What follows belongs to an exercise in optimizing a design on an open flow for small area, a short achievable clock period and few clock cycles per item; a production flow would make more cautious choices. RTL that was checked went through simulation tests only; none was proved equivalent to the original. The clock input has no modelled driver; a real chip could not lean on it and would need a root buffer or a full tree.

==> run a: inputs <==
==> flow/design.v (excerpt) <==
module conv_top (
    input  logic                   sclk,
    input  logic                   s_rst_n,
    input  logic                   cal_start,
    output logic                   busy,
    output conv_pkg::col_addr_t    data_rd_addr,
    output conv_pkg::band_t        row_cnt,
    input  conv_pkg::pix_col_t     col_data,
    output conv_pkg::param_addr_t  param_rd_addr,
    input  conv_pkg::weight_t      param_w_h0,
    input  conv_pkg::weight_t      param_w_h1,
    input  conv_pkg::weight_t      param_w_h2,
    input  conv_pkg::weight_t      param_w_h3,
    input  conv_pkg::weight_t      param_w_h4,
    output conv_pkg::kernel_t      bias_rd_addr,
    input  conv_pkg::bias_t        param_bias,
    output conv_pkg::act_t         conv_rslt_act,
    output logic                   conv_rslt_act_vld
);
    logic [2:0]          band;
    logic                kern;
    logic [3:0]          paddr;
    logic [4:0]          pwr;
    logic                tag_vld;
    logic signed [12:0]  sum;
    logic [11:0]         act;
    assign row_cnt       = {2'b0, band};
    assign param_rd_addr = {5'b0, paddr};
    assign bias_rd_addr  = {4'b0, kern};
    assign conv_rslt_act = {4'b0, act};
    conv_decode u_decode (
        .sclk      (sclk),
        .s_rst_n   (s_rst_n),
        .cal_start (cal_start),
        .busy      (busy),
        .col       (data_rd_addr),
        .band      (band),
        .kern      (kern),
        .paddr     (paddr),
        .pwr       (pwr),
        .tag_vld   (tag_vld)
    );
    conv_execute u_execute (
        .sclk       (sclk),
        .col_data   (col_data),
        .param_w_h0 (param_w_h0),
        .param_w_h1 (param_w_h1),
        .param_w_h2 (param_w_h2),
        .param_w_h3 (param_w_h3),
        .param_w_h4 (param_w_h4),
        .param_bias (param_bias),
  ...
Settings: LEC_CHECK=0, CAP_MARGIN=20, CORE_MARGIN=2, CORE_UTILIZATION=40, SLEW_MARGIN=20; clock period 28.0 ns.
run.sh (not shown) runs the stock make flow with config.mk's settings and CLKGATE_MAP_FILE= SYNTH_SCRIPT=/design/flow/synth_recipe.tcl, a recipe that flattens the netlist after the stock synthesis.
==> run b (differences from run a) <==
Settings changed: CTS_BUF_LIST set to sky130_fd_sc_hd__clkbuf_4.
==> summary.txt <==
Between run a and run b, the lower sequential share of layout area is in run a (gap 0.33 points).
Of run b and run a, run b has the higher global-route usage (gap 0.44 points).
Against run a, the clock-buffer cell count of run b is higher by 65.
Flip-flop and latch count is the same in run b and run a.
In non-clock buffer count, run a and run b do not differ.
Of run b and run a, run a has the higher first-iteration DRC count (gap about 4%, measured against run a).
Clock skew: run b is higher than run a (60 ps).
In run b the register-to-register slack is worse than in run a, by 50 ps.
Cell count: run a is smaller than run b (4.9%).
No functional check of the RTL was part of any run of this note.

==> job 7725 <==
Another version of the RTL of conv_top (not shown whole).
==> module conv_decode, before the edit <==
module conv_decode (
    input  logic        sclk,
    input  logic        s_rst_n,
    input  logic        cal_start,
    output logic        busy,
    output logic [4:0]  col,         
    output logic [2:0]  band,
    output logic        kern,
    output logic [3:0]  paddr,       
    output logic [4:0]  pwr,         
    output logic        tag_vld      
);
    logic        act;            
    logic        go;             
    logic        start;
    logic        last_col;
    logic        kern_d;
    logic        t0, t1;
    logic [2:0]  psi, psi_d, psi_p;
    assign start    = cal_start & ~busy;
    assign last_col = (col == 5'(28 - 1));
    assign t0       = act & (col >= 5'(5 - 1));
    assign go       = act & ~(last_col && band == 3'(8 - 1) && kern);
    assign kern_d   = (act && last_col && band == 3'(8 - 1)) ? ~kern : kern;
    assign psi      = kern ? 3'(paddr - 4'd5) : 3'(paddr);
    assign psi_d    = (psi == 3'd0) ? 3'd4 : psi - 3'd1;
    assign psi_p    = (psi == 3'd4) ? 3'd0 : psi + 3'd1;     
    for (genvar q = 0; q < 5; q++) begin : g_pwr
        assign pwr[q] = (psi_p == 3'(5 - 1 - q));
    end
    always_ff @(posedge sclk or negedge s_rst_n) begin
        if (!s_rst_n) begin
            act   <= 1'b0;
            col   <= '0;
            band  <= '0;
            kern  <= 1'b0;
            paddr <= '0;
        end else begin
            act   <= go | start;
            kern  <= kern_d;
            paddr <= (kern_d ? 4'd5 : 4'd0) + 4'(psi_d);
            if (act) begin
                if (last_col) begin
                    col  <= '0;
                    band <= band + 3'd1;     
                end else begin
                    col <= col + 5'd1;
                end
            end else begin
                col <= {4'd0, start};
            end
        end
    end
    always_ff @(posedge sclk or negedge s_rst_n) begin
        if (!s_rst_n) begin
            t1      <= 1'b0;
            tag_vld <= 1'b0;
            busy    <= 1'b0;
        end else begin
            t1      <= t0;
            tag_vld <= t1;
            busy    <= start | go | t0 | t1 | tag_vld;
        end
    end
endmodule
==> flow/config.mk <==
export PLATFORM = sky130hd
export DESIGN_NAME = conv_top
export DESIGN_NICKNAME = conv_top
export VERILOG_FILES = /design/flow/design.v
export SDC_FILE = /design/flow/constraint.sdc
export NUM_CORES = 4
export LEC_CHECK = 0
export CAP_MARGIN = 20
export CORE_MARGIN = 2
export CORE_UTILIZATION = 40
export CTS_BUF_LIST = sky130_fd_sc_hd__clkbuf_16
export CTS_CLUSTER_DIAMETER = 100
export CTS_CLUSTER_SIZE = 30
export SLEW_MARGIN = 20
==> flow/constraint.sdc <==
create_clock -name core_clock -period 28.0 [get_ports {sclk}]
set_input_delay 5.6000 -clock core_clock [delete_from_list [all_inputs] [get_ports {sclk}]]
set_output_delay 5.6000 -clock core_clock [all_outputs]
set_load 0.01 [all_outputs]
standard.sh (not shown) runs the stock make flow with config.mk's settings and CLKGATE_MAP_FILE= SYNTH_SCRIPT=/design/flow/synth_recipe.tcl, a recipe that flattens the netlist after the stock synthesis.
==> flow/flow/run.sh <==
#!/bin/bash
# Standard synthesis, then flow/polarity.py drops the inverters that
# synthesis leaves between full adders (a full adder is self-dual, so an fa
# cell may work on inverted signals), then the standard layout from the
# edited netlist, with port buffers of fixed cells (flow/pre_resize.tcl) and
# one level less in the clock tree (flow/post_cts.tcl). Make output goes to
# standard_*.log here, each tool's own log to orfs/logs.
set -euo pipefail
R=$PWD/orfs/results/sky130hd/conv_top/base
KN=("BUFFER_PORTS_ARGS=-outputs -buffer_cell sky130_fd_sc_hd__buf_2" "PRE_RESIZE_TCL=$PWD/flow/pre_resize.tcl" "POST_CTS_TCL=$PWD/flow/post_cts.tcl")
if [[ -f flow/knobs.txt ]]; then
  while read -r line; do [[ -n "$line" ]] && KN+=("$line"); done < flow/knobs.txt
fi
bash standard.sh "${KN[@]}" "$R/1_2_yosys.v" > standard_synth.log 2>&1
cp "$R/1_2_yosys.v" "$R/1_2_yosys_std.v"
python3 flow/polarity.py "$R/1_2_yosys_std.v" "$R/1_2_yosys.v" > polarity.log 2>&1
bash standard.sh "${KN[@]}" finish > standard.log 2>&1
==> flow/flow/knobs.txt <==
SETUP_SLACK_MARGIN=21.4
CTS_ARGS=-sink_clustering_enable -repair_clock_nets -sink_clustering_size 30 -sink_clustering_max_diameter 100 -buf_list sky130_fd_sc_hd__clkbuf_16 -dont_use_dummy_load
==> flow/flow/post_cts.tcl <==
# Runs at the end of the CTS step (POST_CTS_TCL). Reshapes the top of the
# clock tree: the middle level goes, and the leaf buffers are split into four
# groups, each driven by its own root buffer on the clock port, placed at the
# middle of its group. Every register stays two buffers from the clock port,
# so the tree stays balanced; it only gets shorter.
set block [ord::get_db_block]
set port_net [$block findNet sclk]
set nroots 4
proc is_clkbuf {inst} {
  return [string match "sky130_fd_sc_hd__clkbuf_*" [[$inst getMaster] getName]]
}
proc out_net {inst} {
  foreach it [$inst getITerms] {
    if {[$it isOutputSignal]} { return [$it getNet] }
  }
  return "NULL"
}
proc in_iterm {inst} {
  foreach it [$inst getITerms] {
    if {[$it isInputSignal]} { return $it }
  }
  return "NULL"
}
proc center {inst} {
  set b [$inst getBBox]
  return [list [expr {([$b xMin] + [$b xMax]) / 2}] [expr {([$b yMin] + [$b yMax]) / 2}]]
}
set roots {}
foreach it [$port_net getITerms] {
  set inst [$it getInst]
  if {[is_clkbuf $inst]} { lappend roots $inst }
}
if {[llength $roots] != 1} {
  puts "post_cts: [llength $roots] root buffers, tree kept"
  return
}
set root [lindex $roots 0]
set rnet [out_net $root]
# 1. drop the middle level
foreach it [$rnet getITerms] {
  set inst [$it getInst]
  if {$inst eq $root || ![is_clkbuf $inst]} { continue }
  set mnet [out_net $inst]
  set ok 1
  foreach it2 [$mnet getITerms] {
    set i2 [$it2 getInst]
    if {$i2 ne $inst && ![is_clkbuf $i2]} { set ok 0 }
  }
  if {!$ok} { continue }
  foreach it2 [$mnet getITerms] {
    set i2 [$it2 getInst]
    if {$i2 eq $inst} { continue }
    $it2 disconnect
    $it2 connect $rnet
  }
  puts "post_cts: removed [$inst getName]"
  odb::dbInst_destroy $inst
  odb::dbNet_destroy $mnet
}
# 2. the root's loads, all leaf buffers
set leaves {}
foreach it [$rnet getITerms] {
  set inst [$it getInst]
  if {$inst eq $root} { continue }
  if {![is_clkbuf $inst]} {
    puts "post_cts: root drives a register, one root kept"
    estimate_parasitics -placement
    return
  }
  lappend leaves $inst
}
# split into four groups: by x into halves, each half by y into halves
proc by_x {a b} { return [expr {[lindex [center $a] 0] - [lindex [center $b] 0]}] }
proc by_y {a b} { return [expr {[lindex [center $a] 1] - [lindex [center $b] 1]}] }
set sx [lsort -command by_x $leaves]
set h [expr {[llength $sx] / 2}]
set groups {}
foreach half [list [lrange $sx 0 [expr {$h - 1}]] [lrange $sx $h end]] {
  set sy [lsort -command by_y $half]
  set q [expr {[llength $sy] / 2}]
  lappend groups [lrange $sy 0 [expr {$q - 1}]] [lrange $sy $q end]
}
set master [[ord::get_db] findMaster sky130_fd_sc_hd__clkbuf_16]
set k 0
foreach g $groups {
  if {[llength $g] == 0} { continue }
  set sx 0; set sy 0
  foreach l $g { set c [center $l]; incr sx [lindex $c 0]; incr sy [lindex $c 1] }
  set cx [expr {$sx / [llength $g]}]
  set cy [expr {$sy / [llength $g]}]
  if {$k == 0} {
    set r $root
    set n $rnet
  } else {
    set r [odb::dbInst_create $block $master "clkbuf_root_$k"]
    set n [odb::dbNet_create $block "clknet_root_$k"]
    $n setSigType CLOCK
    [$r findITerm A] connect $port_net
    [$r findITerm X] connect $n
    foreach l $g {
      set it [in_iterm $l]
      $it disconnect
      $it connect $n
    }
  }
  $r setLocation $cx $cy
  $r setPlacementStatus PLACED
  puts "post_cts: root [$r getName] drives [llength $g] leaf buffers"
  incr k
}
detailed_placement
check_placement -verbose
estimate_parasitics -placement
report_clock_skew
==> flow/flow/pre_resize.tcl <==
# Runs before the resize step (PRE_RESIZE_TCL). Global placement gave every
# output port a buf_2 (BUFFER_PORTS_ARGS); each input port gets a buf_1 here,
# which the step's repair and the detailed placement then handle as usual.
buffer_ports -inputs -buffer_cell sky130_fd_sc_hd__buf_1
Other scripts of this flow, unchanged in this note and not shown: flow/flow/polarity.py
==> job 4992: changes against job 7725 <==
--- a/flow/design.v
+++ b/flow/design.v
@@ -27,22 +27,24 @@
     output logic        tag_vld      
 );
     logic        act;            
-    logic        go;             
+    logic        act_d;
+    logic        kern_d;
     logic        start;
     logic        last_col;
-    logic        kern_d;
     logic        t0, t1;
-    logic [2:0]  psi, psi_d, psi_p;
+    logic [2:0]  psi, psi_d;
     assign start    = cal_start & ~busy;
     assign last_col = (col == 5'(28 - 1));
     assign t0       = act & (col >= 5'(5 - 1));
-    assign go       = act & ~(last_col && band == 3'(8 - 1) && kern);
-    assign kern_d   = (act && last_col && band == 3'(8 - 1)) ? ~kern : kern;
-    assign psi      = kern ? 3'(paddr - 4'd5) : 3'(paddr);
     assign psi_d    = (psi == 3'd0) ? 3'd4 : psi - 3'd1;
-    assign psi_p    = (psi == 3'd4) ? 3'd0 : psi + 3'd1;     
-    for (genvar q = 0; q < 5; q++) begin : g_pwr
-        assign pwr[q] = (psi_p == 3'(5 - 1 - q));
+    always_comb begin
+        kern_d = kern;
+        act_d  = act | start;
+        if (act && last_col && band == 3'(8 - 1)) begin
+            kern_d = ~kern;
+            if (kern)
+                act_d = 1'b0;
+        end
     end
     always_ff @(posedge sclk or negedge s_rst_n) begin
         if (!s_rst_n) begin
@@ -50,10 +52,12 @@
             col   <= '0;
             band  <= '0;
             kern  <= 1'b0;
+            psi   <= '0;
             paddr <= '0;
         end else begin
-            act   <= go | start;
+            act   <= act_d;
             kern  <= kern_d;
+            psi   <= psi_d;
             paddr <= (kern_d ? 4'd5 : 4'd0) + 4'(psi_d);
             if (act) begin
                 if (last_col) begin
@@ -62,11 +66,15 @@
                 end else begin
                     col <= col + 5'd1;
                 end
-            end else begin
-                col <= {4'd0, start};
+            end else if (start) begin
+                col <= 5'd1;
             end
         end
     end
+    always_ff @(posedge sclk) begin
+        for (int q = 0; q < 5; q++)
+            pwr[q] <= (psi == 3'(5 - 1 - q));
+    end
     always_ff @(posedge sclk or negedge s_rst_n) begin
         if (!s_rst_n) begin
             t1      <= 1'b0;
@@ -75,7 +83,7 @@
         end else begin
             t1      <= t0;
             tag_vld <= t1;
-            busy    <= start | go | t0 | t1 | tag_vld;
+            busy    <= act_d | t0 | t1 | tag_vld;
         end
     end
 endmodule
==> flow/flow/run.sh (replaced) <==
#!/bin/bash
# Standard synthesis, then flow/polarity.py drops the inverters that
# synthesis leaves between full adders (a full adder is self-dual, so an fa
# cell may work on inverted signals), then the standard layout from the
# edited netlist, with port buffers of a fixed cell. Make output goes to
# standard_*.log here, each tool's own log to orfs/logs.
set -euo pipefail
R=$PWD/orfs/results/sky130hd/conv_top/base
KN=("BUFFER_PORTS_ARGS=-buffer_cell sky130_fd_sc_hd__buf_2")
if [[ -f flow/knobs.txt ]]; then
  while read -r line; do [[ -n "$line" ]] && KN+=("$line"); done < flow/knobs.txt
fi
bash standard.sh "${KN[@]}" "$R/1_2_yosys.v" > standard_synth.log 2>&1
cp "$R/1_2_yosys.v" "$R/1_2_yosys_std.v"
python3 flow/polarity.py "$R/1_2_yosys_std.v" "$R/1_2_yosys.v" > polarity.log 2>&1
bash standard.sh "${KN[@]}" finish > standard.log 2>&1
removed: flow/flow/knobs.txt
removed: flow/flow/post_cts.tcl
removed: flow/flow/pre_resize.tcl
==> job 9313: changes against job 7725 <==
CORE_UTILIZATION = 50   (was 40)
CTS_BUF_LIST = unset   (was sky130_fd_sc_hd__clkbuf_16)
CTS_CLUSTER_DIAMETER = unset   (was 100)
CTS_CLUSTER_SIZE = unset   (was 30)
PLACE_DENSITY = 0.75   (was unset)
==> job 358: changes against job 7725 <==
==> flow/flow/knobs.txt (replaced) <==
CTS_ARGS=-sink_clustering_enable -repair_clock_nets -sink_clustering_size 30 -sink_clustering_max_diameter 100 -buf_list sky130_fd_sc_hd__clkbuf_16 -dont_use_dummy_load
==> qor summary <==
metric                                                                                  job 9313                          job 358                         job 7725      job 4992
Flip-flop and latch count                                                                    263                              263                              263           271
Max-slew headroom at the worst pin                                                         0.317                            0.274                            0.295         0.573
Die ar.                                                                              24600 sq um                      30500 sq um                      30500 sq um   30900 sq um
Area-dominant class                                              multi-input combinational cells  multi-input combinational cells  multi-input combinational cells     registers
Result of the run                                                       timing/DRC/antenna clean         timing/DRC/antenna clean         timing/DRC/antenna clean  timing/DRC/antenna clean
Area overhead of the layout relative to synthesis                                          9.39%                            9.80%                            10.5%         10.8%
Mapped Avg Cell Area                                                                  13.4 sq um                       13.4 sq um                       13.4 sq um    13.5 sq um
Proportion of cell area occupied by multi-input gates                                      0.451                            0.449                            0.446         0.438
Via count of the first global-routing pass                                                  7093                             6834                             6886          6802
Final estimated routing congestion in global placement                                     0.839                            0.853                            0.853         0.832
Post-route fraction of the period consumed by the critical path                            0.231                            0.235                            0.231         0.243
DRC violation total after the first TritonRoute iteration                                    428                              398                              375           313
Initial Util                                                                               0.512                            0.406                            0.406         0.408
Met2 Use GR                                                                                0.342                            0.264                            0.267         0.257
Wire length on met3                                                                 1610 microns                     1210 microns                     1290 microns  1610 microns
Testbench counts of job 7725, summed over its fixed seeds: cycles 21,648, results 18,432.
Testbench counts of job 4992, summed over its fixed seeds: cycles 21,648, results 18,432.
Testbench counts of job 9313, summed over its fixed seeds: cycles 21,648, results 18,432.
Testbench counts of job 358, summed over its fixed seeds: cycles 21,648, results 18,432.

## re-timing with driven ports
No port has a modelled driver above. Below, the same layouts with a new extraction and two added sets of constraints. Step 1, drivers: a clkbuf_16 drives sclk and a buf_2 each remaining input, both assumed. Step 2 moves the port delays by t, midway between the first and last clock arrival at a register: inputs arrive t later, outputs are due t later. That takes back most of the time a late clock gives input paths. a / b / c = no drivers / after step 1 / after step 2; a / b = the first two.
| run | shift t [ns] | setup WS [ns] | worst register clock-pin slew, ns | pins driven straight from the clock port |
|---|---|---|---|---|
| run a | 0.594 | 20.777 / 20.728 / 20.903 | 0.06 / 0.06 | 1 |
| run b | 0.722 | 20.614 / 20.569 / 20.924 | 0.07 / 0.07 | 1 |
| job 7725 | 0.386 | 21.518 / 21.416 / 21.598 | 0.11 / 0.11 | 4 |
| job 4992 | 0.542 | 21.209 / 21.162 / 21.289 | 0.11 / 0.11 | 1 |
| job 9313 | 0.382 | 21.519 / 21.420 / 21.637 | 0.12 / 0.12 | 4 |
| job 358 | 0.386 | 21.406 / 21.303 / 21.648 | 0.11 / 0.11 | 4 |
After both steps setup and hold are still met in every run listed. Setup slack includes reset recovery checks.
